What follows belongs to an exercise in optimizing a design on an open flow for small area, a short achievable clock period and few clock cycles; a production flow would make more cautious choices.
Function was checked by simulation only, so behaviour that the tests miss may differ from the original.

==> flow/design.v (outline; a module is shown in full before it is edited, if it fits) <==
// module fix_sq: 778 lines
// module fix_mul: 1318 lines
// module fix_mul_neg: 1318 lines
// module fix_recode: 50 lines
// module objective_unit: 18 lines
// module vector_unit: 16 lines
// module lbfgs_ctrl: 240 lines
// module lbfgs_top: 80 lines
module lbfgs_top (
    input  logic                  clk,
    input  logic                  rst_LBFGS,
    input  logic                  in_valid,
    output logic                  in_ready,
    input  logic [127:0]          in_x,
    input  logic                  cfg_we,
    input  logic [1:0]            cfg_addr,
    input  logic [63:0]           cfg_data,
    output logic                  res_valid,
    input  logic                  res_ready,
    output logic [166:0]          res
);
  // ...
==> flow/run.sh <==
#!/bin/bash
# synth_recipe.tcl (not shown) runs the flow's synth.tcl, then flattens the netlist and writes it again
# the make line also repeats each setting of config.mk as NAME=value (left out here)
make -C /OpenROAD-flow-scripts/flow DESIGN_CONFIG=/design/flow/config.mk WORK_HOME=/design/flow/orfs CLKGATE_MAP_FILE= SYNTH_SCRIPT=/design/flow/synth_recipe.tcl finish
==> flow/config.mk <==
export PLATFORM = sky130hd
export DESIGN_NAME = lbfgs_top
export DESIGN_NICKNAME = lbfgs_top
export VERILOG_FILES = /design/flow/design.v
export SDC_FILE = /design/flow/constraint.sdc
export NUM_CORES = 4
export LEC_CHECK = 0
export ABC_AREA = 1
export CAP_MARGIN = 20
export CORE_MARGIN = 2
export CORE_UTILIZATION = 40
export SLEW_MARGIN = 20
==> flow/constraint.sdc <==
create_clock -name core_clock -period 23.0 [get_ports {clk}]
set_input_delay 4.6000 -clock core_clock [delete_from_list [all_inputs] [get_ports {clk}]]
set_output_delay 4.6000 -clock core_clock [all_outputs]
set_load 0.01 [all_outputs]
==> impl_results.md, run 1 <==
* Layout Nets at just over 50000
* WHS Endpoint: ctrl_i.step3[118]
* CTS tree: built
* Layout Skew at between 100 and 150 ps
* Dpl cell area at about 370000 um^2
* Worst hold path depth at 0
* Met3 wire len at roughly 240000 um
* Synth Area per Inst at 8.067 um^2
* Post-synth EDFFs at 458
* Buf/Inv on CP at 6
* Most common cell after layout, fill and taps aside: inv_1
* Fillers at about 90000
* Via count at ~330k
* Clk Latency, worst-skew pair at 1130 ps
* DIE HEIGHT at 949.3 um
* Antenna Cells at 196
* Post-synthesis register bit count at 1724
* Path length in cells of the critical path at 35
* Commonest cells post-synth: inv_1, nand2_1, fa_1
* Multi-input logic area at ~280000 um^2
* Status: complete, no violations
* Worst-Margin Slew at 1298 ps
* Post-synth top area cell: fa_1
* CTS resizes at 0
* Signal inverters at 8211
* Reg clk slew, reported paths at 70 ps
* Crit Path Max Fanout at 42
* Multi-input combinational area share at 0.7275
* Slew margin rel. at 0.1337
* Root buffer cell: clkbuf_16
* Finished Layout Cells at ~55000
* Startpoint of the worst hold path: ctrl_i.step2[118]
* Met2 Track Usage GR at 0.5390
* Seq_cells at 1724
* Cell mode on critical path: nand2_1
* DPL Wire Length at 1281000 um
* Final hold vios at 0
* Crit Reg-Reg Startpoint: ctrl_i.term3[4]
* Complex-gate fraction of the synthesized area at 0.1301
Testbench counts, summed over its fixed seeds: cycles 11,025.
==> inputs of run 2 (changes only) <==
--- a/flow/config.mk
+++ b/flow/config.mk
@@ -6,7 +6,7 @@
 export NUM_CORES = 4
 export LEC_CHECK = 0
 export ABC_AREA = 1
-export CAP_MARGIN = 20
+export CAP_MARGIN = 35
 export CORE_MARGIN = 2
 export CORE_UTILIZATION = 40
-export SLEW_MARGIN = 20
+export SLEW_MARGIN = 35
==> run 2 against run 1 <==
Effect of this change:
- synthesized cell count unchanged
- sequential share of layout area about the same
- highest routed layer unchanged
- largest cell class unchanged
- cell count about the same
- maximum frequency increased by 2.4%
- cell area increased by 0.22%
- first-iteration DRC count increased by 0.54%
- flip-flop and latch count unchanged
- wire length about the same
==> impl_results.md, run 2 <==
* Area Overhead vs Synth at 7.021% (was 6.784%)
* Worst hold path depth at 0 (unchanged)
* R2r setup slk at 12710 ps (was 12460 ps)
* Synthesis Warnings at 1 (unchanged)
* Top post-synthesis cells by area: fa_1, xor2_1, inv_1 (unchanged)
* Max Slew Vio Count at 0 (unchanged)
* Startpoint of the worst hold path: ctrl_i.step2[116] (was ctrl_i.step2[118])
* Synthesized instance count at 44310 (unchanged)
* Count leader, synth: inv_1 (unchanged)
* Crit Path Max Fanout at 42 (unchanged)
* Fillers at 89620 (was 89671)
* Final hold vios at 0 (unchanged)
* Setup bufs post-CTS at 0 (unchanged)
* DRC errors left at 0 (unchanged)
* Post-synth EDFFs at 458 (unchanged)
* Synth top area share at 0.3273 (unchanged)
* Layout Nets at 51463 (was 51446)
* GRT Total Usage at 0.3776 (about the same)
* Cell mode on critical path: fa_1 (was nand2_1)
* Unrepaired setup endpoints after global routing: false (unchanged)
* Layout Skew at 186.9 ps (was 143.0 ps)
* Part of the cycle the worst path needs at 0.4475 (was 0.4584)
* Synth Area per Inst at 8.067 um^2 (unchanged)
* DIE HEIGHT at 949.3 um (unchanged)
* Synth cell types at 85 (unchanged)
* Synth Flop Type: dfxtp_1 (unchanged)
* Max Freq at 97.16 MHz (was 94.85 MHz)
* Pre-antenna DRT Iters at 10 (unchanged)
* Reg clk slew, reported paths at 70 ps (about the same)
* Antenna Nets Post-Route at 0 (unchanged)
* Grt ovf at 0 (unchanged)
* GR met3 Demand/Resource at 0.1468 (was 0.1447)
* Crit Reg-Reg Startpoint: ctrl_i.e1[56] (was ctrl_i.term3[4])
* Post-synth top area cell: fa_1 (unchanged)
* Die Wd at 949.3 um (unchanged)
* First-pass GRT wire length at 2470000 um (was 2469000 um)
* Hold slack at 300.9 ps (was 279.4 ps)
* Vias in the first global route at 340649 (was 339949)
* Net count after synthesis at 52603 (unchanged)
* Clk Latency, worst-skew pair at 1130 ps (about the same)
* GRT busiest layer: met2 (unchanged)
* Slew margin rel. at 0.2653 (was 0.1337)
* Most common cell after layout, fill and taps aside: inv_1 (unchanged)
* H-tree Lvls at 4 (unchanged)
* CP Capture Type: flop (unchanged)
* Slowest-stage cell, CP: buf_4 (unchanged)
* CTS Buf Count at 221 (was 220)
* GP Congestion at 1.034 (unchanged)
* Via count at 332690 (was 332970)
* CTS Hold Bufs at 0 (unchanged)
* Clk sinks at 1724 (unchanged)
* Synth Cell Area at 357500 um^2 (unchanged)
* Worst stage delay on the critical path at 620 ps (was 820 ps)
* Critical Path AT at 11060 ps (was 11330 ps)
* Initial Util at 0.4008 (unchanged)
* Max-Cap Viols at 0 (unchanged)
* Worst-Margin Slew at 1101 ps (was 1298 ps)
* Initial antenna violation count at 176 (was 174)
* Setup TNS at 0 ps (unchanged)
* WP data required at 23760 ps (was 23790 ps)
* Root buffer cell: clkbuf_16 (unchanged)
* Post-Route WL at 1745000 um (was 1746000 um)
* # IOs at 368 (unchanged)
* WHS Endpoint: ctrl_i.step3[116] (was ctrl_i.step3[118])
* Wire per inst at 31.46 um (was 31.51 um)
* Commonest cells after routing, fill and taps aside: inv_1, nand2_1, fa_1 (unchanged)
* DPL Wire Length at 1281000 um (about the same)
* CP delay by family, top: adder cells (was simple AND/OR/NAND/NOR gates)
* Met2 Track Usage GR at 0.5356 (was 0.5390)
* Iteration-0 DRC Markers at 41934 (was 41709)
* FP Rows at 347 (unchanged)
* DIE AREA at 901200 um^2 (unchanged)
* Setup CP Type: flop to flop (unchanged)
* Core area at 891800 um^2 (unchanged)
* Placed cells at 54803 (was 54796)
* Post-synth ARST share at 0 (unchanged)
* CTS resizes at 0 (unchanged)
* Reg2reg end: ctrl_i.sr1[58] (was ctrl_i.e1[125])
* Largest net degree at the start of global routing at 162 (unchanged)
* Buf/Inv on CP at 3 (was 6)
* Clk buf depth at 4 (unchanged)
* R2R cell count at 30 (was 35)
* Final Util at 0.4290 (was 0.4280)
* Post-synthesis sequential area ratio at 0.1094 (unchanged)
* Commonest cells post-synth: inv_1, nand2_1, fa_1 (unchanged)
* Final Critical Period at 10290 ps (was 10540 ps)
* Final setup viols at 0 (unchanged)
* Vias per std cell at 5.999 (was 6.010)
* IO buf count at 367 (unchanged)
* Post-synthesis register bit count at 1724 (unchanged)
* Finished Layout Cells at 55457 (was 55402)
* Layout cells sized above 1 at 0.04650 (was 0.04515)
* Met1 Usage GRT at 0.4679 (was 0.4688)
* Worst Setup Start Kind: flop (unchanged)
* Status: complete, no violations (unchanged)
* Min-delay worst type: flop to flop (unchanged)
* CTS tree: built (unchanged)
## run 2: cell types whose count changed in the layout (fill, tap and decap cells not counted), sizes merged
cell           before   now
clkdlybuf4s50     349   340
inv              8157  8155
clkinvlp           14     6
diode             196   233
buf               995  1020
clkinv            140   146
bufinv             13    18
clkbuf            296   297
## run 2: how the worst max path moves through the flow
stage	startpoint	to	slack, ps	cells after the start
3_5_place_dp	ctrl_i.term3[3]	ctrl_i.e1[6]	12850	34
2_1_floorplan	in_valid	ctrl_i.x[0]	5430	4
6_report	ctrl_i.e1[56]	ctrl_i.sr1[58]	12710	30
5_1_grt	ctrl_i.term3[3]	ctrl_i.e1[1]	12250	34
4_1_cts	ctrl_i.term3[3]	ctrl_i.e1[98]	12860	34
3_3_place_gp	ctrl_i.term3[3]	ctrl_i.e1[123]	12570	35
## run 2: worst register-to-register path: cells and delay by family, from the launching register on
family	cells	cell delay, ps
XOR/XNOR	2	430
AND/OR/NAND/NOR	10	1860
buffers and inverters	3	790
flip-flops	1	490
AO/OA/AOI/OAI	6	2060
adder cells (fa/ha/maj)	9	4370
## run 2: stage by stage
| step | setup slack [ps] | area (um^2) |
|---|---|---|
| global route | 12250 | 382100 |
| detailed placement | 12850 | 373800 |
| finish | 12710 | 382500 |
| floorplan | 5428 | 357500 |
| CTS | 12860 | 381700 |
| global placement | 12570 | 373500 |
## run 2: metal layers
| metal | vias to the layer above | wire length (um) |
|---|---|---|
| li1 | 137876 | - |
| met1 | 164341 | 644000 |
| met2 | 23784 | 697100 |
| met3 | 6601 | 240900 |
| met4 | 88 | 160100 |
| met5 | - | 2552 |
## run 2: cell type report
type                       instances  area [um^2]  area share
multi-input combinational      31652       277800      0.7262
inverter                        8211        30890     0.08075
sequential                      1724        39150      0.1023
clock buffer                     297         6445     0.01685
antenna                          233        583.1    0.001524
timing repair buffer            1360        11390     0.02977
clock inverter                   114         1454    0.003801
tap                            11866        14850     0.03881
## run 2: kinds of logic after synthesis
kind of cell             synth area share
AO/OA/AOI/OAI                      0.1301
XOR/XNOR                           0.1154
adder cells (fa/ha/maj)            0.4061
buffers and inverters              0.1154
flip-flops                         0.1094
multiplexers                    0.0006861
AND/OR/NAND/NOR                    0.1229

-- what the ideal ports hide --
No port has a modelled driver above. Below, the same layouts with a new extraction and two added sets of constraints.
Step 1 assumes that a clkbuf_16 drives the clock port and a buf_2 every other input.
Step 2 adds t to the input delays and takes it off the output delays; t is the mean of the earliest and latest rising clock arrival at the registers after step 1. Input paths then give back, and output paths get back, about the clock's delay inside the block.
Slacks: no drivers / after step 1 / after step 2; pairs: no drivers / after step 1.
run | t, ns | setup slack, ns | worst setup path after step 2
run 1 | 1.216 | 12.457 / 12.457 / 12.457 | register to register
run 2 | 1.187 | 12.708 / 12.708 / 12.708 | register to register
After both steps setup and hold are still met in every run listed.
